From an optimization exercise on the open Yosys and OpenROAD flow, aimed at small area; shortcuts taken in it are not production practice.
Where RTL was checked, it was by simulation tests only, not by an equivalence proof against the original.
Function not checked in runs 1 and 2: the RTL went through the layout flow alone.
Power and IR drop assume default switching activity.

==> flow/standard.sh <==
#!/bin/bash
# synth_recipe.tcl (not shown) runs the flow's synth.tcl, then flattens the netlist and writes it again
# the make line also repeats each setting of config.mk as NAME=value (left out here)
make -C /OpenROAD-flow-scripts/flow DESIGN_CONFIG=/design/flow/config.mk WORK_HOME=/design/flow/orfs CLKGATE_MAP_FILE= SYNTH_SCRIPT=/design/flow/synth_recipe.tcl "${@:-finish}"
==> flow/flow/run.sh <==
#!/bin/bash
# The standard layout, with the port buffers made from the smallest buffer cell.
set -euo pipefail
bash standard.sh BUFFER_PORTS_ARGS="-buffer_cell sky130_fd_sc_hd__buf_1" finish > layout.log 2>&1
==> flow/config.mk <==
export PLATFORM = sky130hd
export DESIGN_NAME = checksum_packet_sync_top
export DESIGN_NICKNAME = checksum_packet_sync_top
export VERILOG_FILES = /design/flow/design.v
export SDC_FILE = /design/flow/constraint.sdc
export NUM_CORES = 4
export LEC_CHECK = 0
export ABC_AREA = 1
export CAP_MARGIN = 20
export CORE_MARGIN = 2
export CORE_UTILIZATION = 70
export CTS_BUF_LIST = sky130_fd_sc_hd__clkbuf_16
export CTS_CLUSTER_DIAMETER = 80
export CTS_CLUSTER_SIZE = 30
export SLEW_MARGIN = 20
==> flow/constraint.sdc <==
create_clock -name core_clock -period 6.0 [get_ports {clk_i}]
set_input_delay 1.2000 -clock core_clock [delete_from_list [all_inputs] [get_ports {clk_i}]]
set_output_delay 1.2000 -clock core_clock [all_outputs]
set_load 0.01 [all_outputs]
==> flow/design.v <==
`default_nettype none
package cps_pkg;
  localparam int unsigned BYTE_W    = 8;
  localparam int unsigned WORD_W    = 32;
  localparam int unsigned OUT_WORDS = 5;
  typedef struct packed {
    logic [WORD_W-1:0] run;
    logic [WORD_W-1:0] tot;
  } sums_t;
endpackage
`default_nettype wire
`default_nettype none
module checksum_packet_sync_top #(
  parameter int unsigned WORDS_PER_PACKET = 6
) (
  input  wire logic                        clk_i,
  input  wire logic                        rst_ni,
  input  wire logic                        in_valid_i,
  output logic                             in_stall_o,
  input  wire logic [cps_pkg::BYTE_W-1:0]  in_byte_i,
  output logic                             out_valid_o,
  input  wire logic                        out_stall_i,
  output logic [cps_pkg::WORD_W-1:0]       word_0_o,
  output logic [cps_pkg::WORD_W-1:0]       word_1_o,
  output logic [cps_pkg::WORD_W-1:0]       word_2_o,
  output logic [cps_pkg::WORD_W-1:0]       word_3_o,
  output logic [cps_pkg::WORD_W-1:0]       word_4_o
);
  localparam int unsigned KEEP = 23;
  logic [KEEP-1:0][7:0] win_q;
  logic                 out_valid_q;
  logic [4:0]           fill_q;       
  logic [3:0]           k_q;
  logic                 ok1_q, ok2_q, ok3_q;
  logic                 in_xfer;
  logic [11:0]          p3;           
  logic [8:0]           d;            
  logic [3:0]           k_d;
  logic                 zero, match, full, hit;
  logic [11:0]          sm1, sm2, sm3, sm4, sm5, cy1, cy2, cy3, cy4, cy5;
  logic                 rc;
  function automatic logic [23:0] csa(input logic [11:0] x, input logic [11:0] y,
                                      input logic [11:0] z);
    logic [11:0] maj;
    maj = (x & y) | (z & (x ^ y));
    csa = {maj[10:0], 1'b0, x ^ y ^ z};
  endfunction
  assign in_stall_o  = out_valid_q & out_stall_i;
  assign in_xfer     = in_valid_i & ~in_stall_o;
  assign out_valid_o = out_valid_q;
  always_comb begin
    {cy1, sm1} = csa({4'b0, win_q[3]}, {2'b0, win_q[3], 2'b0}, {2'b0, win_q[7], 2'b0});
    {cy2, sm2} = csa({4'b0, win_q[11]}, {3'b0, win_q[11], 1'b0}, {3'b0, win_q[15], 1'b0});
    {cy3, sm3} = csa(sm1, cy1, sm2);
    {cy4, sm4} = csa(sm3, cy3, cy2);
    {cy5, sm5} = csa(sm4, cy4, {4'b0, win_q[19]});
    rc = 1'b0;
    for (int i = 0; i < 12; i++) begin
      p3[i] = sm5[i] ^ cy5[i] ^ rc;
      rc    = (sm5[i] & cy5[i]) | (rc & (sm5[i] ^ cy5[i]));
    end
    d     = {1'b0, in_byte_i} - {1'b0, p3[7:0]};
    k_d   = p3[11:8] + {3'b0, d[8]};
    zero  = (d[7:0] == 8'd0);
    match = (d[7:0] == {4'b0, k_q});
    full  = (fill_q == 5'd23);
    hit   = full && ok3_q && match;
  end
  always_ff @(posedge clk_i or negedge rst_ni) begin
    if (!rst_ni) begin
      out_valid_q <= 1'b0;
      fill_q      <= '0;
    end else begin
      out_valid_q <= (in_xfer && hit) || in_stall_o;
      if (in_xfer) begin
        if (hit)        fill_q <= '0;
        else if (!full) fill_q <= fill_q + 5'd1;
      end
    end
  end
  always_ff @(posedge clk_i) begin
    if (in_xfer) begin
      k_q   <= k_d;
      ok1_q <= zero;
      ok2_q <= ok1_q && match;
      ok3_q <= ok2_q && match;
    end
    if (in_xfer && !hit) begin
      win_q <= {in_byte_i, win_q[KEEP-1:1]};
    end
  end
  assign word_0_o = {win_q[3],  win_q[2],  win_q[1],  win_q[0]};
  assign word_1_o = {win_q[7],  win_q[6],  win_q[5],  win_q[4]};
  assign word_2_o = {win_q[11], win_q[10], win_q[9],  win_q[8]};
  assign word_3_o = {win_q[15], win_q[14], win_q[13], win_q[12]};
  assign word_4_o = {win_q[19], win_q[18], win_q[17], win_q[16]};
endmodule
`default_nettype wire
==> results_dict.tcl, run 1 <==
set metrics [dict create \
    status "finished with violations" \
    so.violations "setup timing" \
    timing.rr.end "win_q[4]" \
    synth.distinct_cells 26 \
    fin_cells 903 \
    r2r-start "win_q[57]" \
    critPathRequiredTime_ns 6.16 \
    viasPerCell 5.23 \
    post-route-period-util 1.06 \
    n_antenna_cell 0 \
    die-width_um 118 \
    hold_violations 0 \
    gp_congestion 0.801 \
    fmax_mhz 158 \
    cts_sinks 197 \
    min_period_ns 6.35 \
    path_common_cell "fa_1" \
    crit_path_end_kind "register" \
    maxCapViolations 0 \
    setup_violations 189 \
    startpoint_type "register" \
    io-pin-count 174 \
    skew_ns 0.0126 \
    root_buffer "clkbuf_16" \
    grt_pass1_vias 4647 \
    ant_nets 0 \
    mappedNetlistNets 698 \
    path_clk_slew_ns 0.07 \
    grt_max_degree 21 \
    clkLatencyLatePin_ns 0.44 \
    area_growth_pct 15.7 \
    grt_use_total 0.253 \
    drive_above_1_share 0.196 \
    drcViolationCount 0 \
    worstMarginPinSlew_ns 1.03 \
    placed_cell_area_mm2 0.00918 \
    r2r_slack_ns -0.35 \
    drtPass1Iterations 4 \
    floorplan.die_area_mm2 0.0140 \
    start_util 0.721 \
    slew_headroom 0.310 \
    core_mm2 0.0127 \
    p_leak_nw 4.20 \
    crit_start "win_q[57]" \
    synth-seq-cells 197 \
    wl_per_cell_um 20.3 \
    fin_total_pwr_mw 5.12 \
    crit_chain "fa_1, inv_2, fa_1, fa_1, inv_2, fa_1, inv_2, fa_2, fa_2, fa_2, fa_2, fa_1, ha_4, inv_4, nor2_4, nor2_2, and2_4, a31oi_4, buf_6, buf_12, buf_12, clkbuf_16" \
    hold_path.class "register to register" \
    synthCells 617 \
    rsz0062_at_grt "yes" \
    worst-r2r-cell-count 22 \
    dr_total_vias 4726 \
    layout.nets 799 \
    path_class "register to register" \
    cts.hold.buffers_added 0 \
    final_common_cell "edfxtp_1" \
    cp-endpoint "win_q[4]" \
    synth_edf_count 191 \
    cts_buffers 17 \
    powerDensity_mw_per_mm2 484 \
    grt_overflow 0 \
    peakVddDrop_mv 0.482 \
    worstPathArrival_ns 6.51 \
    grt_pass1_wl_um 25700 \
    path_buf_inv 8 \
    grt_antenna_before_repair 0 \
    hpwl_um 10700 \
    clk_path_buf_depth 2 \
    port_buffers 173 \
    synth_flop_cell "edfxtp_1" \
    slowest_delay_ns 0.58 \
    final_cell_mix "191 x edfxtp_1, 173 x buf_1, 83 x inv_1, 39 x fa_1, 35 x nand2_1" \
    avgSynthCellArea_um2 14.8 \
    totalWireLength_um 18300 \
    fin_ws_ns -0.348 \
    final_area_mm2 0.0106 \
    die_h_um 118 \
    ys_seq_area_frac 0.644 \
    placementRows 41 \
    synthArstFlopShare 0.0305 \
    hold_slack_ns 0.418 \
    yosys_warnings 1 \
    slowest_stage "fa_1" \
    drt_first_iter_violations 376 \
    syn-cell-area_mm2 0.00914 \
    finish.utilization 0.835 \
    crit_cells 22 \
    crit_fanout 5 \
    slew_violations 0 \
    htreeDepth 4 \
    dp_cells 833 \
    cts_tree "built" \
    cp_top_family "adder cells" \
]
## area by class of cell
type	instances	area (um2)
multi-input cells	170	1850
repair buffers	242	1690
inverters	90	340
clock inverters	15	178
well taps	172	215
flip-flops and latches	197	5890
clock buffers	17	425
fillers	642	2090
## synthesized netlist by cell type (2+ instances only)
library cell / count / share of area
a21oi_1: 5 / 0.0027
buf_4: 160 / 0.13
dfrtp_1: 6 / 0.016
edfxtp_1: 191 / 0.63
fa_1: 45 / 0.099
ha_1: 24 / 0.033
inv_1: 89 / 0.037
nand2_1: 43 / 0.018
nand2_2: 4 / 0.0027
nand3_1: 13 / 0.0071
nand4_1: 2 / 0.0014
nor2_1: 14 / 0.0057
nor2_2: 3 / 0.0021
nor2_4: 2 / 0.0025
o21ai_0: 2 / 0.0011
xnor2_1: 3 / 0.0029
xor2_1: 2 / 0.0019
## flip-flops by register name (all words and copies together) (netlist names)
| signal | cells |
|---|---|
| ok1_q | 1 |
| ok3_q | 1 |
| out_valid_q | 1 |
| win_q | 184 |
| k_q | 4 |
| fill_q | 5 |
| ok2_q | 1 |
## layer usage
layer	vias to the layer above	wire length [um]	track usage
met5	-	0	0
met4	0	403	0.110
met3	29	1310	0.0555
met2	242	9560	0.411
met1	2379	7050	0.333
li1	2076	-	-
## worst min-delay path by stage
stage	slack, ns	from	end	depth (start not counted)
finish	0.42	win_q[160]	win_q[152]	0
detailed placement	0.41	win_q[160]	win_q[152]	0
global placement	0.40	win_q[162]	win_q[154]	0
global route	0.42	win_q[160]	win_q[152]	0
floorplan	0.40	win_q[160]	win_q[152]	0
CTS	0.42	win_q[160]	win_q[152]	0
## power by group
group	switching, mW	internal (mW)
Combinational	1.22	0.986
Clock	0.513	0.660
Sequential	0.0724	1.67
Total	1.81	3.31
## logic make-up (layout without fill, tap and decap cells)
kind of cell,Yosys count,in the layout,share of synthesized area
buffers and inverters,250,364,0.168
adders and majority gates,69,69,0.131
and+or+nand+nor,86,86,0.0456
xor gates and xnor gates,5,5,0.00479
AOI/OAI and AO/OA,10,10,0.00602
DFF,197,197,0.644
## what timing repair did
| action | 4_1_cts | 5_1_grt |
|---|---|---|
| pin swaps | 12 | 7 |
| buffers inserted | 20 | 9 |
| resized for setup | 29 | 36 |
| endpoints found under the setup margin | 189 | 193 |
| gates cloned | 8 | 12 |
## stage by stage
stage | TNS, ns | setup slack [ns]
2_1_floorplan | -530.80 | -2.88
3_3_place_gp | -41.94 | -0.247
3_5_place_dp | -63.11 | -0.370
4_1_cts | -41.96 | -0.289
5_1_grt | -77.80 | -0.488
6_report | -51.33 | -0.348
==> run 2: changes to the inputs <==
--- a/flow/config.mk
+++ b/flow/config.mk
@@ -11,5 +11,5 @@
 export CORE_UTILIZATION = 70
-export CTS_BUF_LIST = sky130_fd_sc_hd__clkbuf_16
-export CTS_CLUSTER_DIAMETER = 80
-export CTS_CLUSTER_SIZE = 30
+export CTS_BUF_LIST = sky130_fd_sc_hd__clkbuf_8
+export CTS_CLUSTER_DIAMETER = 60
+export CTS_CLUSTER_SIZE = 20
 export SLEW_MARGIN = 20
==> run 2 against run 1 <==
Net effect: still fails the layout checks on setup timing; clock power is 24% lower; routed wire length is 8.3% lower; combinational power is 7% lower; non-clock buffer count is 9 lower; largest cell class unchanged; largest power group unchanged.
==> results_dict.tcl, run 2 <==
set metrics [dict create \
    synthArstFlopShare 0.0305 \
    grt_max_degree 22 \
    yosysTopAreaCell "edfxtp_1" \
    gp_congestion 0.801 \
    worstMarginPinSlew_ns 0.990 \
    ant_nets 0 \
    floorplan.die_area_mm2 0.0140 \
    hold_slack_ns 0.421 \
    ys_top_cells_by_count "191 x edfxtp_1, 160 x buf_4, 89 x inv_1" \
    totalWireLength_um 16800 \
    slew_violations 0 \
    grt_antenna_before_repair 0 \
    fmax_mhz 160 \
    path_clk_slew_ns 0.10 \
    min_period_ns 6.26 \
    yosys_warnings 1 \
    status "finished with violations" \
    post-route-period-util 1.04 \
    largest_reg_flops 184 \
    slowest_stage "fa_1" \
    port_buffers 173 \
    hpwl_um 10700 \
    use_met2 0.364 \
    drtPass1Iterations 4 \
    avgSynthCellArea_um2 14.8 \
    fin_total_pwr_mw 4.68 \
    final_common_cell "edfxtp_1" \
    grt.busiest_layer "met2" \
    clk_path_buf_depth 2 \
    grt_util_met3 0.0598 \
    multi_input_area_mm2 0.00180 \
    cts_sinks 197 \
    n_antenna_cell 0 \
    clkLatencyLatePin_ns 0.48 \
    grt_pass1_wl_um 23500 \
    syn-cell-area_mm2 0.00914 \
    start_util 0.721 \
    hold_violations 0 \
    viasPerCell 5.10 \
    hold_path.class "register to register" \
    area_growth_pct 11.8 \
    synth_flop_cell "edfxtp_1" \
    synth_edf_count 191 \
    drt_first_iter_violations 279 \
    grtUsageMet1 0.312 \
    rsz0062_at_grt "yes" \
    setup_violations 187 \
    root_buffer "clkbuf_8" \
    grt_overflow 0 \
    final_cell_mix "191 x edfxtp_1, 173 x buf_1, 85 x inv_1, 41 x nand2_1, 39 x fa_1" \
    yosys-top-cells-area "edfxtp_1 63%, buf_4 13%, fa_1 9.9%" \
    ys_seq_area_frac 0.644 \
    placementRows 41 \
    synthCells 617 \
    mappedNetlistNets 698 \
    final_area_mm2 0.0102 \
    drive_above_1_share 0.175 \
    slew_headroom 0.338 \
    drcViolationCount 0 \
    critPathRequiredTime_ns 6.19 \
    layout.nets 790 \
    worstPathArrival_ns 6.45 \
    die-width_um 118 \
    finish.utilization 0.806 \
    seq_area_mm2 0.00589 \
    cp_top_family "adder cells" \
    powerDensity_mw_per_mm2 458 \
    io-pin-count 174 \
    yosysTopAreaCellShare 0.627 \
    maxCapViolations 0 \
    path_common_cell "fa_2" \
    top_register "win_q" \
    peakVddDrop_mv 0.409 \
    r2r_slack_ns -0.26 \
    grt_pass1_vias 4370 \
    wl_per_cell_um 18.8 \
    synth.distinct_cells 26 \
    die_h_um 118 \
    fin_ws_ns -0.265 \
    crit_fanout 9 \
    htreeDepth 4 \
    startpoint_type "register" \
    grt_use_total 0.226 \
    skew_ns 0.0200 \
    path_buf_inv 8 \
    fill_cells 728 \
    tns_ns -40.31 \
    synth-seq-cells 197 \
    p_leak_nw 4.02 \
    core_mm2 0.0127 \
    cts_tree "built" \
    crit_path_end_kind "register" \
    reg_top3 "win_q: 184 flops, fill_q: 5 flops, k_q: 4 flops" \
    dr_total_vias 4558 \
    yosysMostFrequentCell "edfxtp_1" \
    so.violations "setup timing" \
    placed_cell_area_mm2 0.00918 \
    path_class "register to register" \
    crit_chain "buf_6, fa_1, ha_2, inv_2, fa_1, inv_1, fa_1, inv_1, fa_2, fa_2, fa_2, fa_2, fa_2, fa_1, ha_4, inv_4, nor2_2, nor2_2, and2_4, a31oi_4, buf_6, buf_12, clkbuf_16" \
    cts_buffers 17 \
    slowest_delay_ns 0.53 \
]
[run 2: cell counts after synthesis]
Identical to the previous run, type by type.
[run 2: layer usage]
metal / up-vias / part of all wire
met5: - / 0
met1: 2296 / 0.40
met3: 19 / 0.068
li1: 2057 / -
met2: 186 / 0.51
met4: 0 / 0.013
[run 2: cell type report]
cell class,instances,share of cell area
Timing Repair Buffer,233,0.153
Inverter,90,0.0333
Multi-Input combinational cell,170,0.177
Sequential cell,197,0.576
Clock inverter,15,0.0174
Clock buffer,17,0.0229
Tap cell,172,0.0211
[run 2: worst reg2reg max path: stages, from the launching register on]
cell and delay (ns):
edfxtp_1 0.47, buf_6 0.16, fa_1 0.54, ha_2 0.17, inv_2 0.04, fa_1 0.50, inv_1 0.05, fa_1 0.48
inv_1 0.05, fa_2 0.33, fa_2 0.34, fa_2 0.34, fa_2 0.35, fa_2 0.34, fa_1 0.48, ha_4 0.30
inv_4 0.04, nor2_2 0.11, nor2_2 0.05, and2_4 0.14, a31oi_4 0.20, buf_6 0.16, buf_12 0.17, clkbuf_16 0.17
[run 2: final timing paths]
check                           start    endpoint  cells after the start
setup / recovery            win_q[89]  win_q[173]                     23
hold / removal             win_q[160]  win_q[152]                      0
setup reg to reg            win_q[89]  win_q[173]                     23
hold reg to reg            win_q[160]  win_q[152]                      0
max in group asynchronous      rst_ni   fill_q[1]                      1
min in group asynchronous      rst_ni   fill_q[0]                      1
[run 2: stage by stage]
| step | worst slack [ns] | instances |
|---|---|---|
| after floorplan | -2.88 | 617 |
| after global placement | -0.247 | 833 |
| after detailed placement | -0.370 | 833 |
| after CTS | -0.281 | 879 |
| after global routing | -0.460 | 894 |
| final | -0.265 | 894 |
[run 2: what timing repair did]
item | 4_1_cts | 5_1_grt
endpoints found under the hold margin | 0 | 0
hold buffers | 0 | 0
gates cloned | 3 | 15
buffers inserted | 12 | 3
pin swaps | 8 | 6
setup endpoints to repair | 191 | 193
resized for setup | 25 | 19
[run 2: logic make-up after synthesis]
kind of cell	share of synthesized area
fa+ha+maj	0.131
flops	0.644
buf+inv	0.168
simple gates	0.0456
xor+xnor	0.00479
compound gates	0.00602
[run 2: report_power, final]
group	switching [mW]	internal [mW]	leakage (nW)
registers	0.0681	1.67	1.95
logic	1.13	0.923	1.87
clock network	0.468	0.416	0.207
==> run 3: changes to the inputs <==
--- a/flow/design.v
+++ b/flow/design.v
@@ -35,8 +35,8 @@
   logic                 in_xfer;
-  logic [11:0]          p3;           
-  logic [8:0]           d;            
-  logic [3:0]           k_d;
+  logic [11:0]          sm1, sm2, sm3, sm4, sm5, cy1, cy2, cy3, cy4, cy5;
+  logic [11:0]          na, nb;       
+  logic [7:0]           want;         
+  logic [8:0]           t_zero, t_want;
+  logic [3:0]           n_hi, k_d;
   logic                 zero, match, full, hit;
-  logic [11:0]          sm1, sm2, sm3, sm4, sm5, cy1, cy2, cy3, cy4, cy5;
-  logic                 rc;
   function automatic logic [23:0] csa(input logic [11:0] x, input logic [11:0] y,
@@ -46,2 +46,10 @@
     csa = {maj[10:0], 1'b0, x ^ y ^ z};
+  endfunction
+  function automatic logic [8:0] low_is(input logic [7:0] a, input logic [7:0] b,
+                                        input logic [7:0] t);
+    logic [7:0] kill;   
+    logic [7:0] bad;
+    kill   = (a & b) | ((a | b) & ~t);
+    bad    = a ^ b ^ t ^ {kill[6:0], 1'b1};
+    low_is = {kill[7], bad};
   endfunction
@@ -54,15 +62,14 @@
     {cy3, sm3} = csa(sm1, cy1, sm2);
-    {cy4, sm4} = csa(sm3, cy3, cy2);
-    {cy5, sm5} = csa(sm4, cy4, {4'b0, win_q[19]});
-    rc = 1'b0;
-    for (int i = 0; i < 12; i++) begin
-      p3[i] = sm5[i] ^ cy5[i] ^ rc;
-      rc    = (sm5[i] & cy5[i]) | (rc & (sm5[i] ^ cy5[i]));
-    end
-    d     = {1'b0, in_byte_i} - {1'b0, p3[7:0]};
-    k_d   = p3[11:8] + {3'b0, d[8]};
-    zero  = (d[7:0] == 8'd0);
-    match = (d[7:0] == {4'b0, k_q});
-    full  = (fill_q == 5'd23);
-    hit   = full && ok3_q && match;
+    {cy4, sm4} = csa(cy2, {4'b0, win_q[19]}, {4'b0, ~in_byte_i});
+    {cy5, sm5} = csa(sm3, cy3, sm4);
+    {nb, na}   = csa(sm5, cy5, cy4);
+    want   = 8'd0 - {4'b0, k_q};
+    t_zero = low_is(na[7:0], nb[7:0], 8'd0);
+    t_want = low_is(na[7:0], nb[7:0], want);
+    zero   = (t_zero[7:0] == 8'd0);
+    match  = (t_want[7:0] == 8'd0);
+    n_hi   = na[11:8] + nb[11:8] + {3'b0, zero ? t_zero[8] : t_want[8]};
+    k_d    = n_hi - {3'b0, zero};
+    full   = (fill_q == 5'd23);
+    hit    = full && ok3_q && match;
   end
--- a/flow/config.mk
+++ b/flow/config.mk
@@ -11,5 +11,5 @@
 export CORE_UTILIZATION = 70
-export CTS_BUF_LIST = sky130_fd_sc_hd__clkbuf_8
-export CTS_CLUSTER_DIAMETER = 60
-export CTS_CLUSTER_SIZE = 20
+export CTS_BUF_LIST = sky130_fd_sc_hd__clkbuf_16
+export CTS_CLUSTER_DIAMETER = 80
+export CTS_CLUSTER_SIZE = 30
 export SLEW_MARGIN = 20
==> run 3 against run 2 <==
Net effect: now clean on timing, DRC and antenna; die area rose by 2.3%; highest routed layer unchanged; cell area down 4.3%; synthesized area grew 2.4%; total power fell by 12%; sequential share of layout area rose by 2.6 points; core utilization down 6.2 points; register-to-register slack improved by 1.0 ns; combinational power shrank 36%; sequential cell count is the same; critical endpoint is now k_q[1].
==> results_dict.tcl, run 3 <==
set metrics [dict create \
    hpwl_um 9860 \
    drt_first_iter_violations 217 \
    clk_path_buf_depth 2 \
    io-pin-count 174 \
    viasPerCell 4.98 \
    drcViolationCount 0 \
    synth_flop_cell "edfxtp_1" \
    die-width_um 120 \
    final_common_cell "edfxtp_1" \
    wl_per_cell_um 16.0 \
    reg_top3 "win_q: 184 flops, fill_q: 5 flops, k_q: 4 flops" \
    grt_antenna_before_repair 0 \
    grt_max_degree 35 \
    powerDensity_mw_per_mm2 423 \
    setup_violations 0 \
    startpoint_type "register" \
    multi_input_area_mm2 0.00189 \
    core_mm2 0.0131 \
    cts_buffers 17 \
    post_cts_buffers 0 \
    cts_sinks 197 \
    slowest_delay_ns 0.65 \
    fmax_mhz 190 \
    tns_ns 0 \
    worstPathArrival_ns 5.45 \
    status "no timing/DRC/antenna violations" \
    totalWireLength_um 13900 \
    clkLatencyLatePin_ns 0.44 \
    area_growth_pct 4.44 \
    path_common_cell "fa_1" \
    peakVddDrop_mv 0.254 \
    yosysMostFrequentCell "edfxtp_1" \
    n_antenna_cell 0 \
    grt_overflow 0 \
    root_buffer "clkbuf_16" \
    drtPass1Iterations 4 \
    rsz0062_at_grt "no" \
    cts.hold.buffers_added 0 \
    largest_reg_flops 184 \
    placementRows 42 \
    yosys_warnings 1 \
    worstMarginPinSlew_ns 0.485 \
    floorplan.die_area_mm2 0.0143 \
    layout.nets 775 \
    yosysTopAreaCell "edfxtp_1" \
    die_h_um 120 \
    synth-seq-cells 197 \
    yosys-top-cells-area "edfxtp_1 61%, buf_4 13%, fa_1 11%" \
    ys_seq_area_frac 0.629 \
    slowest_stage "fa_1" \
    cts_tree "built" \
    path_clk_slew_ns 0.07 \
    grt_pass1_vias 4201 \
    seq_area_mm2 0.00589 \
    start_util 0.713 \
    port_buffers 173 \
    post-route-period-util 0.876 \
    final_cell_mix "191 x edfxtp_1, 173 x buf_1, 99 x inv_1, 52 x fa_1, 40 x nand2_1" \
    crit_path_end_kind "register" \
    min_period_ns 5.25 \
    hold_violations 0 \
    crit_chain "fa_1, inv_1, fa_1, fa_1, fa_1, inv_1, ha_1, o21ai_0, nor2_1, nand3_1, inv_1, ha_1, fa_1, fa_1, inv_1" \
    p_leak_nw 3.85 \
    grt_pass1_wl_um 22000 \
    hold_path.class "register to register" \
    mappedNetlistNets 734 \
    htreeDepth 4 \
    path_class "register to register" \
    slew_headroom 0.676 \
    ant_nets 0 \
    synth_edf_count 191 \
    synth.distinct_cells 22 \
    finish.utilization 0.744 \
    maxCapViolations 0 \
    ctsResizeCount 0 \
    avgSynthCellArea_um2 14.7 \
    slew_violations 0 \
    yosysTopAreaCellShare 0.613 \
    skew_ns 0.0130 \
    crit_fanout 4 \
    syn-cell-area_mm2 0.00936 \
    grt_use_total 0.209 \
    dr_total_vias 4321 \
    gp_congestion 0.861 \
    critPathRequiredTime_ns 6.20 \
    top_register "win_q" \
    synthCells 638 \
    ys_top_cells_by_count "191 x edfxtp_1, 160 x buf_4, 103 x inv_1" \
    fill_cells 847 \
    synthArstFlopShare 0.0305 \
    fin_total_pwr_mw 4.13 \
    drive_above_1_share 0.0723 \
]
==> run 3: changes by cell type after synthesis, sizes merged, moves of 2 or more <==
cell	previous run	this run
a21oi	6	4
fa	45	52
ha	24	32
inv	90	103
nand2	47	43
nand3	14	7
nor2	19	21
nor3	0	2
==> run 3: cell type report <==
cell class,instances,share of cell area
Inverter,103,0.0407
Multi-Input combinational cell,178,0.193
Tap cell,176,0.0225
Clock buffer,17,0.0435
Clock inverter,15,0.0156
Sequential cell,197,0.602
Timing Repair Buffer,182,0.0823
==> run 3: stage by stage <==
step                worst slack [ns]  cell area (um2)  hold WS (ns)  std cells
detailed placement             0.595             9200         0.405        836
global placement               0.685             9200         0.403        836
global route                   0.457             9780         0.422        868
floorplan                     -0.978             9380         0.400        638
finish                         0.746             9780         0.420        868
CTS                            0.739             9780         0.419        868
==> run 3: routing by layer <==
metal	wire, um	GRT usage
met3	898	0.0542
met2	6470	0.305
met1	6340	0.313
met5	0	0
met4	193	0.0750
==> run 3: worst paths after layout <==
kind                              endpoint  startpoint  depth (start not counted)  slack [ns]
max in group asynchronous        fill_q[0]      rst_ni                          1        5.12
worst min register to register  win_q[168]  win_q[176]                          0        0.42
min in group asynchronous        fill_q[3]      rst_ni                          1        0.63
worst min-delay path            win_q[168]  win_q[176]                          0        0.42
worst max register to register      k_q[1]   win_q[28]                         15        0.75
worst max-delay path                k_q[1]   win_q[28]                         15        0.75
==> run 3: where the power goes <==
group          leakage, nW  total [mW]  internal (mW)  switching [mW]
Combinational         1.62        1.32          0.543           0.777
Sequential            1.95        1.71           1.65          0.0636
Clock                0.279        1.10          0.584           0.516
Total                 3.85        4.13           2.78            1.36
==> run 3: kinds of logic (layout without fill, tap and decap cells) <==
family | count (synthesis) | after routing | share of synthesized area
XOR/XNOR | 6 | 6 | 0.00561
flip-flops | 197 | 197 | 0.629
buffers and inverters | 263 | 317 | 0.170
AND/OR/NAND/NOR | 78 | 78 | 0.0356
adder cells (fa/ha/maj) | 84 | 84 | 0.154
AO/OA/AOI/OAI | 10 | 10 | 0.00655
==> run 3: critical path: cells and delay by family, from the launching register on <==
family	cells	cell delay, ns
fa+ha+maj	8	3.86
flops	1	0.54
buf+inv	4	0.25
simple gates	2	0.17
compound gates	1	0.21
==> run 4: changes to the inputs <==
--- a/flow/config.mk
+++ b/flow/config.mk
@@ -11,5 +11,5 @@
 export CORE_UTILIZATION = 70
-export CTS_BUF_LIST = sky130_fd_sc_hd__clkbuf_16
-export CTS_CLUSTER_DIAMETER = 80
-export CTS_CLUSTER_SIZE = 30
+export CTS_BUF_LIST = sky130_fd_sc_hd__clkbuf_8
+export CTS_CLUSTER_DIAMETER = 60
+export CTS_CLUSTER_SIZE = 20
 export SLEW_MARGIN = 20
==> run 4 against run 3 <==
Net effect: via count is 1.1% lower; register-to-register slack is essentially flat; sequential share of layout area increased by 1.2 points; largest cell class unchanged; first-iteration DRC count increased by 30%; die area unchanged; synthesized area stayed put; cell count is the same; combinational power is essentially flat; fmax is 0.24% higher; sequential cell count is the same; highest routed layer unchanged.
==> results_dict.tcl, run 4 <==
set metrics [dict create \
    status "no timing/DRC/antenna violations" \
    hold_violations 0 \
    hpwl_um 9860 \
    final_cell_mix "191 x edfxtp_1, 173 x buf_1, 99 x inv_1, 52 x fa_1, 40 x nand2_1" \
    yosysTopAreaCell "edfxtp_1" \
    fill_cells 896 \
    critPathRequiredTime_ns 6.23 \
    worst-r2r-cell-count 15 \
    avgSynthCellArea_um2 14.7 \
    grt_overflow 0 \
    reg_top3 "win_q: 184 flops, fill_q: 5 flops, k_q: 4 flops" \
    slew_violations 0 \
    slew_headroom 0.681 \
    hold_path.class "register to register" \
    wl_per_cell_um 15.4 \
    worstMarginPinSlew_ns 0.478 \
    final_common_cell "edfxtp_1" \
    die-width_um 120 \
    drt_first_iter_violations 282 \
    placed_cell_area_mm2 0.00920 \
    maxCapViolations 0 \
    port_buffers 173 \
    tns_ns 0 \
    clkLatencyLatePin_ns 0.46 \
    synth_edf_count 191 \
    yosys-top-cells-area "edfxtp_1 61%, buf_4 13%, fa_1 11%" \
    p_leak_nw 3.76 \
    drive_above_1_share 0.0723 \
    drtPass1Iterations 4 \
    synth-seq-cells 197 \
    post_cts_buffers 0 \
    hold_path_depth 0 \
    min_from "win_q[176]" \
    r2r_slack_ns 0.76 \
    mappedNetlistNets 734 \
    synth.distinct_cells 22 \
    grt_use_total 0.198 \
    yosysMostFrequentCell "edfxtp_1" \
    placementRows 42 \
    die_h_um 120 \
    n_antenna_cell 0 \
    ys_seq_area_frac 0.629 \
    post-route-period-util 0.874 \
    synthArstFlopShare 0.0305 \
    ctsResizeCount 0 \
    hold_end "win_q[168]" \
    clk_path_buf_depth 2 \
    min_period_ns 5.24 \
    syn-cell-area_mm2 0.00936 \
    cts.hold.buffers_added 0 \
    skew_ns 0.0109 \
    top_register "win_q" \
    path_class "register to register" \
    ys_top_cells_by_count "191 x edfxtp_1, 160 x buf_4, 103 x inv_1" \
    fin_total_pwr_mw 3.84 \
    totalWireLength_um 13300 \
    largest_reg_flops 184 \
    dr_total_vias 4273 \
    viasPerCell 4.92 \
    rsz0062_at_grt "no" \
    crit_path_end_kind "register" \
    core_mm2 0.0131 \
    grt_max_degree 35 \
    grt_antenna_before_repair 0 \
    io-pin-count 174 \
    floorplan.die_area_mm2 0.0143 \
    root_buffer "clkbuf_8" \
    fmax_mhz 191 \
    yosysTopAreaCellShare 0.613 \
    cts_buffers 17 \
    startpoint_type "register" \
    path_clk_slew_ns 0.10 \
    grt_pass1_wl_um 21100 \
    cts_sinks 197 \
    gp_congestion 0.861 \
    area_growth_pct 2.39 \
    peakVddDrop_mv 0.297 \
    synthCells 638 \
    timing.rr.end "k_q[1]" \
    final_area_mm2 0.00959 \
    setup_violations 0 \
    drcViolationCount 0 \
    grt_pass1_vias 4126 \
    start_util 0.713 \
    cts_tree "built" \
    layout.nets 775 \
    dp_cells 836 \
    fin_cells 868 \
    synth_flop_cell "edfxtp_1" \
    r2r-start "win_q[28]" \
    powerDensity_mw_per_mm2 400 \
    ant_nets 0 \
    crit_fanout 4 \
    htreeDepth 4 \
    yosys_warnings 1 \
    worstPathArrival_ns 5.47 \
]
run 4: cell counts after synthesis:
Identical to the previous run, type by type.
run 4: worst max-delay path: stages (launching register included):
cell and delay [ns]:
edfxtp_1 0.55, fa_1 0.60, inv_1 0.06, fa_1 0.51, fa_1 0.52, fa_1 0.65
inv_1 0.07, ha_1 0.31, o21ai_0 0.21, nor2_1 0.07, nand3_1 0.10, inv_1 0.08
ha_1 0.32, fa_1 0.45, fa_1 0.49, inv_1 0.04
run 4: how the worst max path moves through the flow:
stage	to	start	slack (ns)
finish	k_q[1]	win_q[28]	0.76
global placement	k_q[2]	in_byte_i[5]	0.69
CTS	k_q[1]	win_q[28]	0.75
global route	k_q[1]	win_q[28]	0.47
detailed placement	k_q[1]	in_byte_i[5]	0.59
floorplan	win_q[0]	in_byte_i[3]	-0.98
run 4: where the power goes:
part	internal [mW]	leakage, nW	switching, mW
Combinational	0.540	1.62	0.773
Clock	0.340	0.192	0.475
Sequential	1.65	1.95	0.0623
run 4: metal layers:
metal	global-route usage	part of all wire
met5	0	0
met4	0.0669	0.0081
met3	0.0513	0.060
met2	0.288	0.46
met1	0.300	0.47
run 4: final cells by class:
cell class	count	area, um2	share of cell area
multi-input cells	178	1890	0.197
clock inverters	15	153	0.0159
well taps	176	220	0.0230
repair buffers	182	805	0.0839
inverters	103	398	0.0415
clock buffers	17	234	0.0244
flip-flops and latches	197	5890	0.614
run 4: cell families (layout without fill, tap and decap cells):
logic type / count (synthesis) / count (layout) / share of synthesized area
compound gates: 10 / 10 / 0.00655
buf+inv: 263 / 317 / 0.170
fa+ha+maj: 84 / 84 / 0.154
flops: 197 / 197 / 0.629
simple gates: 78 / 78 / 0.0356
xor+xnor: 6 / 6 / 0.00561
run 4: metrics by stage:
step	hold slack [ns]	util	worst slack, ns
after global placement	0.403	0.700	0.685
after floorplan	0.400	-	-0.978
after detailed placement	0.405	0.700	0.595
final	0.419	0.730	0.758
after CTS	0.428	0.730	0.750
after global routing	0.427	0.730	0.470
==> run 5: changes to the inputs <==
--- a/flow/config.mk
+++ b/flow/config.mk
@@ -8,5 +8,5 @@
 export ABC_AREA = 1
-export CAP_MARGIN = 20
+export CAP_MARGIN = 0
 export CORE_MARGIN = 2
-export CORE_UTILIZATION = 70
+export CORE_UTILIZATION = 85
 export CTS_BUF_LIST = sky130_fd_sc_hd__clkbuf_8
@@ -14,2 +14,2 @@
 export CTS_CLUSTER_SIZE = 20
-export SLEW_MARGIN = 20
+export SLEW_MARGIN = 0
==> run 5 against run 4 <==
Net effect: still clean; cell area shrank 1.2%; cell count shrank 4.4%; routed wire length grew 41%; worst hold slack gained 0.0089 ns; worst setup slack lost 0.39 ns; clock power grew 5.2%; critical path type unchanged; critical endpoint is now k_q[2]; largest power group unchanged.
==> results_dict.tcl, run 5 <==
set metrics [dict create \
    cts_buffers 17 \
    synthCells 638 \
    grt_antenna_before_repair 0 \
    io-pin-count 174 \
    grt_use_total 0.337 \
    yosysTopAreaCellShare 0.613 \
    powerDensity_mw_per_mm2 437 \
    hpwl_um 11900 \
    syn-cell-area_mm2 0.00936 \
    startpoint_type "register" \
    cp_top_family "adder cells" \
    mappedNetlistNets 734 \
    layout.nets 773 \
    slew_violations 0 \
    synth.distinct_cells 22 \
    port_buffers 173 \
    synth_flop_cell "edfxtp_1" \
    dr_total_vias 4827 \
    die_h_um 109 \
    critPathRequiredTime_ns 6.23 \
    gp_congestion 0.823 \
    start_util 0.867 \
    drive_above_1_share 0.0652 \
    yosys_warnings 1 \
    synth_edf_count 191 \
    path_common_cell "fa_1" \
    synthArstFlopShare 0.0305 \
    slowest_stage "fa_1" \
    ys_seq_area_frac 0.629 \
    skew_ns 0.0232 \
    crit_path_end_kind "register" \
    post_cts_buffers 0 \
    grt_max_degree 59 \
    path_class "register to register" \
    yosysMostFrequentCell "edfxtp_1" \
    grt_pass1_vias 4787 \
    rsz0062_at_grt "no" \
    crit_fanout 4 \
    reg_top3 "win_q: 184 flops, fill_q: 5 flops, k_q: 4 flops" \
    yosys-top-cells-area "edfxtp_1 61%, buf_4 13%, fa_1 11%" \
    maxCapViolations 0 \
    worstPathArrival_ns 5.86 \
    path_buf_inv 3 \
    fmax_mhz 178 \
    fin_ws_ns 0.372 \
    crit_chain "fa_1, inv_1, fa_1, fa_1, fa_1, inv_1, ha_1, nand2_1, nand2_1, a211oi_1, nand3_1, inv_1, ha_1, fa_1, fa_1, xnor2_1" \
    pre_cts_ws_ns 0.401 \
    cts_tree "built" \
    finish.utilization 0.877 \
    ys_top_cells_by_count "191 x edfxtp_1, 160 x buf_4, 103 x inv_1" \
    post-route-period-util 0.938 \
    drcViolationCount 0 \
    path_clk_slew_ns 0.09 \
    grt_pass1_wl_um 27600 \
    clkLatencyLatePin_ns 0.49 \
    floorplan.die_area_mm2 0.0119 \
    peakVddDrop_mv 0.501 \
    worstMarginPinSlew_ns 0.437 \
    area_growth_pct 1.14 \
    min_period_ns 5.63 \
    n_antenna_cell 0 \
    cts.hold.buffers_added 0 \
    die-width_um 109 \
    hold_path.class "register to register" \
    clk_path_buf_depth 2 \
    top_register "win_q" \
    grt_overflow 0 \
    yosysTopAreaCell "edfxtp_1" \
    hold_violations 0 \
    final_common_cell "edfxtp_1" \
    status "no timing/DRC/antenna violations" \
    drt_first_iter_violations 625 \
    wl_per_cell_um 22.7 \
    setup_violations 0 \
    synth-seq-cells 197 \
    largest_reg_flops 184 \
    totalWireLength_um 18800 \
    tns_ns 0 \
    p_leak_nw 3.74 \
    ctsResizeCount 0 \
    avgSynthCellArea_um2 14.7 \
    placementRows 38 \
    ant_nets 0 \
    slew_headroom 0.708 \
    cts_sinks 197 \
    slowest_delay_ns 0.62 \
    core_mm2 0.0108 \
    drtPass1Iterations 6 \
    root_buffer "clkbuf_8" \
    final_cell_mix "191 x edfxtp_1, 173 x buf_1, 100 x inv_1, 52 x fa_1, 40 x nand2_1" \
    htreeDepth 4 \
    viasPerCell 5.82 \
]
==> run 5: cell types whose count changed in the layout (fill, tap and decap cells not counted), sizes merged <==
cell      before  now
buf          182  180
bufinv         1    2
clkinvlp       3    2
==> run 5: kinds of logic after synthesis <==
| group | synth area share |
|---|---|
| DFF | 0.629 |
| and+or+nand+nor | 0.0356 |
| AOI/OAI and AO/OA | 0.00655 |
| xor gates and xnor gates | 0.00561 |
| buffers and inverters | 0.170 |
| adders and majority gates | 0.154 |
==> run 5: layout make-up <==
class / instances / area, um2
Sequential cell: 197 / 5890
Clock buffer: 17 / 234
Fill cell: 430 / 1330
Tap cell: 140 / 175
Clock inverter: 15 / 158
Multi-Input combinational cell: 178 / 1890
Inverter: 103 / 398
Timing Repair Buffer: 180 / 727
==> run 5: final timing paths <==
| check | start | endpoint | slack (ns) | depth (start not counted) |
|---|---|---|---|---|
| setup / recovery | win_q[28] | k_q[2] | 0.37 | 16 |
| hold / removal | win_q[161] | win_q[153] | 0.43 | 0 |
| setup reg to reg | win_q[28] | k_q[2] | 0.37 | 16 |
| hold reg to reg | win_q[161] | win_q[153] | 0.43 | 0 |
| max in group asynchronous | rst_ni | fill_q[4] | 5.20 | 1 |
| min in group asynchronous | rst_ni | out_valid_q | 0.57 | 1 |
==> run 5: per-layer routing <==
metal	wire, um	GRT usage
met2	9500	0.548
met3	1830	0.0843
met4	885	0.173
met5	0	0
met1	6620	0.426
==> run 5: metrics by stage <==
step	std cells	total power [mW]	area [um2]	hold slack, ns
final	830	4.14	9470	0.428
after global routing	830	4.33	9470	0.432
after CTS	830	4.08	9470	0.426
after detailed placement	798	3.13	9080	0.405
after global placement	798	2.99	9080	0.403
after floorplan	638	2.81	9380	0.400
==> run 5: power breakdown <==
group | switching [mW] | total, mW | internal (mW)
clock network | 0.483 | 0.857 | 0.374
logic | 0.986 | 1.56 | 0.571
registers | 0.0749 | 1.72 | 1.65
total | 1.54 | 4.14 | 2.59
==> run 6: changes to the inputs <==
==> flow/flow/run.sh (replaced) <==
#!/bin/bash
# The standard layout after the standard synthesis, with the port buffers made from the
# smallest buffer cell and the largest buffers and inverters kept out of repair.
set -euo pipefail
bash standard.sh synth > synth.log 2>&1
export DONT_USE_CELLS="sky130_fd_sc_hd__buf_12 sky130_fd_sc_hd__buf_16 sky130_fd_sc_hd__bufinv_8 sky130_fd_sc_hd__bufinv_16 sky130_fd_sc_hd__inv_8 sky130_fd_sc_hd__inv_12 sky130_fd_sc_hd__inv_16 sky130_fd_sc_hd__clkinv_8 sky130_fd_sc_hd__clkinv_16 sky130_fd_sc_hd__clkbuf_16 sky130_fd_sc_hd__buf_8 sky130_fd_sc_hd__buf_6 sky130_fd_sc_hd__inv_6"
bash standard.sh BUFFER_PORTS_ARGS="-buffer_cell sky130_fd_sc_hd__buf_1" finish > layout.log 2>&1
--- a/flow/config.mk
+++ b/flow/config.mk
@@ -10,3 +10,3 @@
 export CORE_MARGIN = 2
-export CORE_UTILIZATION = 85
+export CORE_UTILIZATION = 70
 export CTS_BUF_LIST = sky130_fd_sc_hd__clkbuf_8
==> run 6 against run 5 <==
Net effect: register-to-register slack improved by 0.39 ns; total power decreased by 7.2%; synthesized area unchanged; largest power group unchanged; cell count rose by 4.6%; fmax is 7.4% higher; critical path type unchanged.
==> results_dict.tcl, run 6 <==
set metrics [dict create \
    status "no timing/DRC/antenna violations" \
    grt_pass1_wl_um 21100 \
    placementRows 42 \
    path_buf_inv 4 \
    slew_violations 0 \
    grt_overflow 0 \
    dr_total_vias 4273 \
    ys_seq_area_frac 0.629 \
    skew_ns 0.0109 \
    crit_fanout 4 \
    crit_path_end_kind "register" \
    n_antenna_cell 0 \
    yosys-top-cells-area "edfxtp_1 61%, buf_4 13%, fa_1 11%" \
    slowest_delay_ns 0.65 \
    path_clk_slew_ns 0.10 \
    drtPass1Iterations 4 \
    hpwl_um 9860 \
    powerDensity_mw_per_mm2 400 \
    core_mm2 0.0131 \
    drt_first_iter_violations 282 \
    grt_use_total 0.198 \
    critPathRequiredTime_ns 6.23 \
    yosysTopAreaCell "edfxtp_1" \
    synth-seq-cells 197 \
    maxCapViolations 0 \
    drive_above_1_share 0.0723 \
    ant_nets 0 \
    p_leak_nw 3.76 \
    grt_pass1_vias 4126 \
    worstMarginPinSlew_ns 0.478 \
    worstPathArrival_ns 5.47 \
    io-pin-count 174 \
    layout.nets 775 \
    start_util 0.713 \
    post_cts_buffers 0 \
    synthArstFlopShare 0.0305 \
    largest_reg_flops 184 \
    rsz0062_at_grt "no" \
    fin_cells 868 \
    synth.distinct_cells 22 \
    fin_total_pwr_mw 3.84 \
    ys_top_cells_by_count "191 x edfxtp_1, 160 x buf_4, 103 x inv_1" \
    cts_tree "built" \
    die_h_um 120 \
    final_common_cell "edfxtp_1" \
    port_buffers 173 \
    cp_top_family "adder cells" \
    area_growth_pct 2.39 \
    startpoint_type "register" \
    peakVddDrop_mv 0.297 \
    slew_headroom 0.681 \
    gp_congestion 0.861 \
    drcViolationCount 0 \
    hold_path.class "register to register" \
    crit_chain "fa_1, inv_1, fa_1, fa_1, fa_1, inv_1, ha_1, o21ai_0, nor2_1, nand3_1, inv_1, ha_1, fa_1, fa_1, inv_1" \
    synthCells 638 \
    post-route-period-util 0.874 \
    slowest_stage "fa_1" \
    cts_buffers 17 \
    floorplan.die_area_mm2 0.0143 \
    yosysMostFrequentCell "edfxtp_1" \
    cts.hold.buffers_added 0 \
    top_register "win_q" \
    synth_flop_cell "edfxtp_1" \
    avgSynthCellArea_um2 14.7 \
    wl_per_cell_um 15.4 \
    clkLatencyLatePin_ns 0.46 \
    clk_path_buf_depth 2 \
    mappedNetlistNets 734 \
    dp_cells 836 \
    grt_antenna_before_repair 0 \
    yosysTopAreaCellShare 0.613 \
    min_period_ns 5.24 \
    setup_violations 0 \
    die-width_um 120 \
    viasPerCell 4.92 \
    totalWireLength_um 13300 \
    root_buffer "clkbuf_8" \
    htreeDepth 4 \
    reg_top3 "win_q: 184 flops, fill_q: 5 flops, k_q: 4 flops" \
    cts_sinks 197 \
    grt_max_degree 35 \
    finish.utilization 0.730 \
    final_cell_mix "191 x edfxtp_1, 173 x buf_1, 99 x inv_1, 52 x fa_1, 40 x nand2_1" \
    yosys_warnings 1 \
    path_class "register to register" \
    syn-cell-area_mm2 0.00936 \
    fmax_mhz 191 \
    ctsResizeCount 0 \
    synth_edf_count 191 \
    path_common_cell "fa_1" \
    hold_violations 0 \
]
[run 6: cell counts after synthesis]
No cell type changed its count.
[run 6: layer usage]
layer  wire [um]  share of wire  global-route usage  vias up
met5           0              0                   0        -
li1            -              -                   -     1998
met3         806          0.060              0.0513        8
met2        6170           0.46               0.288      138
met4         108         0.0081              0.0669        0
met1        6250           0.47               0.300     2129
[run 6: per-stage QoR]
step                      setup WS, ns  area [um2]  setup TNS (ns)  hold WS, ns
after global routing             0.470        9590               0        0.427
after detailed placement         0.595        9200               0        0.405
final                            0.758        9590               0        0.419
after global placement           0.685        9200               0        0.403
after floorplan                 -0.978        9380         -181.15        0.400
after CTS                        0.750        9590               0        0.428
[run 6: report_power, final]
part / internal [mW] / switching (mW)
logic: 0.540 / 0.773
registers: 1.65 / 0.0623
clock network: 0.340 / 0.475
total: 2.53 / 1.31
[run 6: cell type report]
| class | count | area, um2 |
|---|---|---|
| timing repair buffer | 182 | 805 |
| sequential | 197 | 5890 |
| inverter | 103 | 398 |
| clock inverter | 15 | 153 |
| multi-input combinational | 178 | 1890 |
| fill | 896 | 3550 |
| clock buffer | 17 | 234 |
| tap | 176 | 220 |
[run 6: final timing paths]
path	start	end	slack, ns	depth (start not counted)
worst max register to register	win_q[28]	k_q[1]	0.76	15
max in group asynchronous	rst_ni	fill_q[0]	5.15	1
worst max-delay path	win_q[28]	k_q[1]	0.76	15
worst min-delay path	win_q[176]	win_q[168]	0.42	0
min in group asynchronous	rst_ni	fill_q[2]	0.60	1
worst min register to register	win_q[176]	win_q[168]	0.42	0
[run 6: logic make-up after synthesis]
| logic type | count (synthesis) | synth area share |
|---|---|---|
| flops | 197 | 0.629 |
| fa+ha+maj | 84 | 0.154 |
| compound gates | 10 | 0.00655 |
| xor+xnor | 6 | 0.00561 |
| buf+inv | 263 | 0.170 |
| simple gates | 78 | 0.0356 |
[run 6: worst register-to-register path: stages, from the launching register on]
cell	delay (ns)
edfxtp_1	0.55
fa_1	0.60
inv_1	0.06
fa_1	0.51
fa_1	0.52
fa_1	0.65
inv_1	0.07
ha_1	0.31
o21ai_0	0.21
nor2_1	0.07
nand3_1	0.10
inv_1	0.08
ha_1	0.32
fa_1	0.45
fa_1	0.49
inv_1	0.04
==> run 7: changes to the inputs <==
==> flow/flow/run.sh (replaced) <==
#!/bin/bash
# The standard synthesis, then the standard layout steps with three changes:
#  - port buffers made from the smallest buffer cell (every port still gets one);
#  - the largest buffers and inverters kept out of placement and timing repair;
#  - clock tree synthesis without dummy loads.
# Each step's output goes to a log of its own here; ORFS's own logs are under orfs/logs.
set -euo pipefail
bash standard.sh synth > synth.log 2>&1
plat=$(sed -n '/^export DONT_USE_CELLS/,/^#/p' "$FLOW_HOME/platforms/sky130hd/config.mk" \
  | grep -o 'sky130_fd_sc_hd__[a-z0-9_]*' | tr '\n' ' ')
big="sky130_fd_sc_hd__buf_12 sky130_fd_sc_hd__buf_16 sky130_fd_sc_hd__buf_8 sky130_fd_sc_hd__buf_6
  sky130_fd_sc_hd__bufinv_8 sky130_fd_sc_hd__bufinv_16 sky130_fd_sc_hd__inv_6 sky130_fd_sc_hd__inv_8
  sky130_fd_sc_hd__inv_12 sky130_fd_sc_hd__inv_16 sky130_fd_sc_hd__clkinv_8 sky130_fd_sc_hd__clkinv_16
  sky130_fd_sc_hd__clkbuf_16"
cts="-sink_clustering_enable -repair_clock_nets -sink_clustering_size 20"
cts="$cts -sink_clustering_max_diameter 60 -buf_list sky130_fd_sc_hd__clkbuf_8 -dont_use_dummy_load"
bash standard.sh "DONT_USE_CELLS=$plat $(echo $big)" \
  BUFFER_PORTS_ARGS="-buffer_cell sky130_fd_sc_hd__buf_1" CTS_ARGS="$cts" finish > layout.log 2>&1
--- a/flow/config.mk
+++ b/flow/config.mk
@@ -8,5 +8,5 @@
 export ABC_AREA = 1
-export CAP_MARGIN = 0
+export CAP_MARGIN = 20
 export CORE_MARGIN = 2
-export CORE_UTILIZATION = 70
+export CORE_UTILIZATION = 85
 export CTS_BUF_LIST = sky130_fd_sc_hd__clkbuf_8
@@ -14,2 +14,2 @@
 export CTS_CLUSTER_SIZE = 20
-export SLEW_MARGIN = 0
+export SLEW_MARGIN = 20
==> run 7 against run 6 <==
Net effect: largest power group unchanged; cell area fell by 2.6%; largest cell class unchanged; clock skew grew 0.017 ns; synthesized cell count unchanged.
==> results_dict.tcl, run 7 <==
set metrics [dict create \
    maxCapViolations 0 \
    synth_flop_cell "edfxtp_1" \
    start_util 0.867 \
    grt_antenna_before_repair 0 \
    ys_seq_area_frac 0.629 \
    fill_cells 450 \
    grt_max_degree 59 \
    die-width_um 109 \
    hpwl_um 11900 \
    reg_top3 "win_q: 184 flops, fill_q: 5 flops, k_q: 4 flops" \
    htreeDepth 4 \
    yosysTopAreaCellShare 0.613 \
    cts.hold.buffers_added 0 \
    floorplan.die_area_mm2 0.0119 \
    p_int_mw 2.46 \
    root_buffer "clkbuf_8" \
    synthArstFlopShare 0.0305 \
    slowest_stage "fa_1" \
    ys_top_cells_by_count "191 x edfxtp_1, 160 x buf_4, 103 x inv_1" \
    core_mm2 0.0108 \
    drtPass1Iterations 5 \
    status "no timing/DRC/antenna violations" \
    r2r-start "win_q[92]" \
    syn-cell-area_mm2 0.00936 \
    viasPerCell 5.54 \
    cts_buffers 17 \
    crit_fanout 4 \
    largest_reg_flops 184 \
    synth.distinct_cells 22 \
    hold_slack_ns 0.417 \
    mappedNetlistNets 734 \
    slew_headroom 0.375 \
    cts_sinks 197 \
    synth-seq-cells 197 \
    fmax_mhz 183 \
    crit_path_end_kind "register" \
    worstMarginPinSlew_ns 0.934 \
    cp_top_family "adder cells" \
    peakVddDrop_mv 0.286 \
    grt_use_total 0.284 \
    area_growth_pct -0.281 \
    switching_share 0.353 \
    hold_path_depth 0 \
    power_switching_mw 1.34 \
    yosysTopAreaCell "edfxtp_1" \
    hold_end "win_q[163]" \
    placementRows 38 \
    gp_congestion 0.873 \
    startpoint_type "register" \
    critPathRequiredTime_ns 6.21 \
    min_period_ns 5.47 \
    crit_cells 16 \
    top_register "win_q" \
    grt_overflow 0 \
    clk_path_buf_depth 2 \
    final_cell_mix "191 x edfxtp_1, 173 x buf_1, 99 x inv_1, 52 x fa_1, 40 x nand2_1" \
    drt_first_iter_violations 463 \
    ctsResizeCount 0 \
    io-pin-count 174 \
    avgSynthCellArea_um2 14.7 \
    cts_tree "built" \
    slowest_delay_ns 0.63 \
    final_common_cell "edfxtp_1" \
    rsz0062_at_grt "no" \
    synthCells 638 \
    fin_total_pwr_mw 3.81 \
    die_h_um 109 \
    crit_chain "fa_1, inv_1, fa_1, fa_1, fa_1, inv_1, ha_1, nand2_1, nand2_1, a211oi_1, nand3_1, inv_1, ha_1, fa_1, fa_1, inv_1" \
    setup_violations 0 \
    path_class "register to register" \
    dp_cells 796 \
    path_common_cell "fa_1" \
    placed_cell_area_mm2 0.00910 \
    dr_total_vias 4504 \
    r2r_slack_ns 0.53 \
    seq_area_mm2 0.00589 \
    hold_violations 0 \
    slew_violations 0 \
    yosysMostFrequentCell "edfxtp_1" \
    yosys_warnings 1 \
    fin_ws_ns 0.530 \
    timing.rr.end "k_q[1]" \
    fin_cells 813 \
    port_buffers 173 \
    p_leak_nw 3.68 \
    pre_cts_ws_ns 0.424 \
    p_seq_frac 0.451 \
    worstPathArrival_ns 5.68 \
    skew_ns 0.0276 \
    powerDensity_mw_per_mm2 408 \
    drive_above_1_share 0.0475 \
    grt_pass1_vias 4508 \
    combPwrFrac 0.386 \
    grt_pass1_wl_um 23800 \
    multi_input_area_mm2 0.00189 \
    n_antenna_cell 0 \
    path_clk_slew_ns 0.09 \
    totalWireLength_um 15700 \
    ant_nets 0 \
    final_area_mm2 0.00934 \
    worst-r2r-cell-count 16 \
    drcViolationCount 0 \
    layout.nets 771 \
    yosys-top-cells-area "edfxtp_1 61%, buf_4 13%, fa_1 11%" \
    wl_per_cell_um 19.3 \
    synth_edf_count 191 \
    min_from "win_q[171]" \
    clock_power_share 0.163 \
    post-route-period-util 0.912 \
    path_buf_inv 4 \
    clkLatencyLatePin_ns 0.46 \
    hold_path.class "register to register" \
    post_cts_buffers 0 \
]
-- run 7: cell counts after synthesis --
No cell type changed its count.
-- run 7: worst reg2reg max path, stage by stage (launching register included) --
cell and delay [ns]:
edfxtp_1 0.53, fa_1 0.61, inv_1 0.07, fa_1 0.52, fa_1 0.54, fa_1 0.63
inv_1 0.09, ha_1 0.33, nand2_1 0.08, nand2_1 0.05, a211oi_1 0.21, nand3_1 0.15
inv_1 0.14, ha_1 0.26, fa_1 0.48, fa_1 0.50, inv_1 0.05
-- run 7: power by group through the flow --
stage	logic [mW]	clock network (mW)	registers (mW)
after floorplan	1.08	0	1.72
after global placement	1.25	0	1.73
after detailed placement	1.40	0	1.75
after CTS	1.44	0.632	1.72
after global routing	1.64	0.671	1.73
final	1.47	0.621	1.72
-- run 7: layout make-up --
type / instances / share of cell area
Tap cell: 140 / 0.0188
Timing Repair Buffer: 178 / 0.0811
Clock buffer: 17 / 0.0251
Inverter: 103 / 0.0421
Multi-Input combinational cell: 178 / 0.203
Sequential cell: 197 / 0.630
-- run 7: layer usage --
layer / global-route usage / vias to the layer above / wire [um]
met3: 0.0765 / 30 / 1290
met4: 0.118 / 0 / 345
met1: 0.386 / 2226 / 6290
li1: - / 1978 / -
met5: 0 / - / 0
met2: 0.448 / 270 / 7770
-- run 7: cells by family after synthesis --
| kind of cell | after synthesis | share of synthesized area |
|---|---|---|
| xor gates and xnor gates | 6 | 0.00561 |
| and+or+nand+nor | 78 | 0.0356 |
| adders and majority gates | 84 | 0.154 |
| AOI/OAI and AO/OA | 10 | 0.00655 |
| buffers and inverters | 263 | 0.170 |
| DFF | 197 | 0.629 |
-- run 7: how the worst max path moves through the flow --
stage | start | endpoint | slack (ns)
finish | win_q[92] | k_q[1] | 0.53
detailed placement | in_byte_i[5] | k_q[2] | 0.42
global placement | in_byte_i[5] | k_q[2] | 0.70
CTS | win_q[28] | k_q[2] | 0.57
global route | win_q[28] | k_q[1] | 0.36
floorplan | in_byte_i[3] | win_q[0] | -0.98
-- run 7: metrics by stage --
step                      TNS, ns  utilization
after CTS                       0        0.865
after global routing            0        0.865
after detailed placement        0        0.843
after global placement          0        0.843
final                           0        0.865
after floorplan           -181.50            -
==> run 8: changes to the inputs <==
--- a/flow/flow/run.sh
+++ b/flow/flow/run.sh
@@ -13,5 +13,5 @@
   sky130_fd_sc_hd__inv_12 sky130_fd_sc_hd__inv_16 sky130_fd_sc_hd__clkinv_8 sky130_fd_sc_hd__clkinv_16
-  sky130_fd_sc_hd__clkbuf_16"
+  sky130_fd_sc_hd__clkbuf_16 sky130_fd_sc_hd__bufbuf_8 sky130_fd_sc_hd__bufbuf_16"
 cts="-sink_clustering_enable -repair_clock_nets -sink_clustering_size 20"
-cts="$cts -sink_clustering_max_diameter 60 -buf_list sky130_fd_sc_hd__clkbuf_8 -dont_use_dummy_load"
+cts="$cts -sink_clustering_max_diameter 60 -buf_list {sky130_fd_sc_hd__clkbuf_4 sky130_fd_sc_hd__clkbuf_8} -dont_use_dummy_load"
 bash standard.sh "DONT_USE_CELLS=$plat $(echo $big)" \
==> run 8 against run 7 <==
Net effect: the flow now stops in 3_5_place_dp; synthesized area unchanged; synthesized cell count unchanged.
==> results_dict.tcl, run 8 <==
set metrics [dict create \
    yosysTopAreaCellShare 0.613 \
    gp_congestion 0.828 \
    yosysMostFrequentCell "edfxtp_1" \
    placementRows 38 \
    die-width_um 109 \
    stop_stage "3_5_place_dp" \
    synth.distinct_cells 22 \
    io-pin-count 174 \
    ys_top_cells_by_count "191 x edfxtp_1, 160 x buf_4, 103 x inv_1" \
    syn-cell-area_mm2 0.00936 \
    hpwl_um 12100 \
    yosysTopAreaCell "edfxtp_1" \
    status "aborted with a tool error" \
    synth_flop_cell "edfxtp_1" \
    avgSynthCellArea_um2 14.7 \
    synth-seq-cells 197 \
    die_h_um 109 \
    firstError "[ERROR DPL-0033] detailed placement checks failed during check placement." \
    mappedNetlistNets 734 \
    yosys-top-cells-area "edfxtp_1 61%, buf_4 13%, fa_1 11%" \
    synthArstFlopShare 0.0305 \
    synth_edf_count 191 \
    ys_seq_area_frac 0.629 \
    yosys_warnings 1 \
    port_buffers 173 \
    start_util 0.867 \
    synthCells 638 \
]
## run 8: cell counts after synthesis
No cell type changed its count.
## run 8: cells by family after synthesis
kind of cell / share of synthesized area
xor+xnor: 0.00561
simple gates: 0.0356
buf+inv: 0.170
compound gates: 0.00655
flops: 0.629
fa+ha+maj: 0.154
## run 8: power groups by stage
stage             clock, mW  combinational [mW]  sequential, mW
global placement          0                1.24            1.73
floorplan                 0                1.08            1.72
## run 8: stage by stage
step / hold WS [ns] / setup slack (ns)
floorplan: 0.400 / -0.980
global placement: 0.401 / 0.690
## run 8: worst max path at each step
stage	from	slack, ns	end
floorplan	in_byte_i[3]	-0.98	win_q[0]
global placement	in_byte_i[5]	0.69	k_q[2]
==> run 9: changes to the inputs <==
--- a/flow/config.mk
+++ b/flow/config.mk
@@ -10,3 +10,3 @@
 export CORE_MARGIN = 2
-export CORE_UTILIZATION = 85
+export CORE_UTILIZATION = 80
 export CTS_BUF_LIST = sky130_fd_sc_hd__clkbuf_8
==> run 9 against run 8 <==
Net effect: the run now finishes clean; synthesized cell count unchanged; synthesized area unchanged.
==> results_dict.tcl, run 9 <==
set metrics [dict create \
    grt_max_degree 44 \
    cts_buffers 17 \
    min_period_ns 5.24 \
    wl_per_cell_um 17.2 \
    port_buffers 173 \
    root_buffer "clkbuf_8" \
    fin_cells 817 \
    path_clk_slew_ns 0.10 \
    post-route-period-util 0.873 \
    hpwl_um 10500 \
    hold_violations 0 \
    startpoint_type "register" \
    fin_total_pwr_mw 3.67 \
    top_layer_used "met4" \
    pre_cts_ws_ns 0.587 \
    placementRows 39 \
    fin_ws_ns 0.761 \
    slew_violations 0 \
    dr_wl_met3_um 929 \
    final_common_cell "edfxtp_1" \
    setup_violations 0 \
    tns_ns 0 \
    synth.distinct_cells 22 \
    final_cell_mix "191 x edfxtp_1, 174 x buf_1, 99 x inv_1, 52 x fa_1, 40 x nand2_1" \
    muxShareOfSynthArea 0 \
    clk_path_buf_depth 2 \
    synth_compound_area_frac 0.00655 \
    totalWireLength_um 14000 \
    grt_antenna_before_repair 0 \
    start_util 0.820 \
    ctsResizeCount 0 \
    mappedNetlistNets 734 \
    largest_reg_flops 184 \
    yosysTopAreaCell "edfxtp_1" \
    io-pin-count 174 \
    core_mm2 0.0114 \
    worstPathArrival_ns 5.44 \
    grt_overflow 0 \
    ys_top_cells_by_count "191 x edfxtp_1, 160 x buf_4, 103 x inv_1" \
    synth_top_family_by_area "buffers and inverters" \
    hold_path.class "register to register" \
    yosys-top-cells-area "edfxtp_1 61%, buf_4 13%, fa_1 11%" \
    n_antenna_cell 0 \
    met1Wirelength_um 6010 \
    synthCells 638 \
    top_register "win_q" \
    ys_seq_area_frac 0.629 \
    yosysMostFrequentCell "edfxtp_1" \
    synth_flop_cell "edfxtp_1" \
    clkLatencyLatePin_ns 0.46 \
    critPathRequiredTime_ns 6.20 \
    path_class "register to register" \
    slew_headroom 0.570 \
    ant_nets 0 \
    viasPerCell 5.26 \
    grt_pass1_vias 4449 \
    post_cts_buffers 0 \
    fmax_mhz 191 \
    synthAdderAreaFrac 0.154 \
    maxCapViolations 0 \
    fill_cells 617 \
    synth_simple_gate_area_frac 0.0356 \
    wl_met2_um 6880 \
    crit_path_end_kind "register" \
    p_leak_nw 3.64 \
    drcViolationCount 0 \
    synthArstFlopShare 0.0305 \
    cts_sinks 197 \
    dp_cells 800 \
    yosysTopAreaCellShare 0.613 \
    powerDensity_mw_per_mm2 396 \
    drt_first_iter_violations 329 \
    drtPass1Iterations 4 \
    reg_top3 "win_q: 184 flops, fill_q: 5 flops, k_q: 4 flops" \
    drive_above_1_share 0.0475 \
    rsz0062_at_grt "no" \
    gp_congestion 0.872 \
    area_growth_pct -0.949 \
    floorplan.die_area_mm2 0.0126 \
    grt_pass1_wl_um 22300 \
    skew_ns 0.0319 \
    crit_fanout 4 \
    yosys_warnings 1 \
    cts.hold.buffers_added 0 \
    status "no timing/DRC/antenna violations" \
    synth-seq-cells 197 \
    die_h_um 112 \
    cts_tree "built" \
    die-width_um 112 \
    dr_total_vias 4300 \
    synthXorXnorAreaFrac 0.00561 \
    avgSynthCellArea_um2 14.7 \
    htreeDepth 4 \
    grt_use_total 0.237 \
    synth_edf_count 191 \
    worstMarginPinSlew_ns 0.646 \
    layout.nets 772 \
    peakVddDrop_mv 0.279 \
    syn-cell-area_mm2 0.00936 \
]
## run 9: worst max-delay path, cell delays in order (launching register included)
cell	delay [ns]
edfxtp_1	0.51
fa_1	0.58
inv_1	0.06
fa_1	0.51
fa_1	0.52
fa_1	0.63
inv_1	0.06
ha_1	0.31
nand2_1	0.08
nand2_1	0.05
a211oi_1	0.16
nand3_1	0.13
inv_1	0.11
ha_1	0.26
fa_1	0.46
fa_1	0.50
inv_1	0.04
## run 9: layer usage
layer	global-route usage	vias up
met1	0.338	2140
met5	0	-
met3	0.0675	19
li1	-	1969
met2	0.367	172
met4	0.0780	0
## run 9: cells by family (layout without fill, tap and decap cells)
group                      after synthesis  in the layout
AOI/OAI and AO/OA                       10             10
buffers and inverters                  263            299
and+or+nand+nor                         78             78
DFF                                    197            197
adders and majority gates               84             84
xor gates and xnor gates                 6              6
## run 9: area by class of cell
| type | instances | area (um2) | area share |
|---|---|---|---|
| multi-input cells | 178 | 1890 | 0.204 |
| inverters | 103 | 393 | 0.0424 |
| clock buffers | 17 | 234 | 0.0252 |
| repair buffers | 179 | 691 | 0.0745 |
| well taps | 143 | 179 | 0.0193 |
| flip-flops and latches | 197 | 5890 | 0.635 |
## run 9: worst paths after layout
kind | start | to | slack [ns] | cells after the start
worst max-delay path | win_q[29] | k_q[1] | 0.76 | 16
worst min-delay path | win_q[105] | win_q[97] | 0.42 | 0
worst max register to register | win_q[29] | k_q[1] | 0.76 | 16
worst min register to register | win_q[105] | win_q[97] | 0.42 | 0
max in group asynchronous | rst_ni | fill_q[0] | 5.12 | 1
min in group asynchronous | rst_ni | fill_q[3] | 0.62 | 1
## run 9: per-stage QoR
| stage | utilization | area (um2) | hold slack, ns |
|---|---|---|---|
| final | 0.812 | 9270 | 0.417 |
| after global routing | 0.812 | 9270 | 0.416 |
| after CTS | 0.812 | 9270 | 0.416 |
| after detailed placement | 0.792 | 9040 | 0.405 |
| after global placement | 0.792 | 9040 | 0.404 |
| after floorplan | - | 9370 | 0.400 |
## run 9: where the power goes
part / total (mW) / leakage (nW) / internal, mW / switching, mW
clock: 0.624 / 0.122 / 0.251 / 0.374
combinational: 1.33 / 1.57 / 0.541 / 0.790
sequential: 1.71 / 1.95 / 1.65 / 0.0651
total: 3.67 / 3.64 / 2.44 / 1.23

[what the ideal ports hide]
No port has a modelled driver above. Below, the same layouts with a new extraction and two added sets of constraints. Step 1, drivers: a clkbuf_16 drives clk_i and a buf_2 each remaining input, both assumed. Step 2 adds t to the input delays and takes it off the output delays; t is the mean of the earliest and latest rising clock arrival at the registers after step 1. Input paths then give back, and output paths get back, about the clock's delay inside the block. a / b / c = no drivers / after step 1 / after step 2; a / b = the first two.
run | t (ns) | setup slack, ns | worst setup path after step 2 | worst register clock-pin slew, ns | worst data-port slew with drivers (ns)
run 1 | 0.478 | -0.348 / -0.348 / -0.348 | register to register | 0.08 / 0.08 | 0.04
run 2 | 0.501 | -0.265 / -0.265 / -0.265 | register to register | 0.11 / 0.11 | 0.04
run 3 | 0.471 | 0.746 / 0.746 / 0.573 | input to register | 0.07 / 0.07 | 0.04
run 4 | 0.490 | 0.758 / 0.758 / 0.603 | input to register | 0.10 / 0.10 | 0.04
run 5 | 0.508 | 0.372 / 0.372 / 0.188 | input to register | 0.11 / 0.11 | 0.05
run 6 | 0.490 | 0.758 / 0.758 / 0.603 | input to register | 0.10 / 0.10 | 0.04
run 7 | 0.483 | 0.530 / 0.530 / 0.297 | input to register | 0.09 / 0.09 | 0.05
run 9 | 0.483 | 0.761 / 0.761 / 0.566 | input to register | 0.10 / 0.10 | 0.05
For run 7, which loses most, drivers alone change the setup slack by 0.000 ns; drivers and shift together by -0.233 ns.
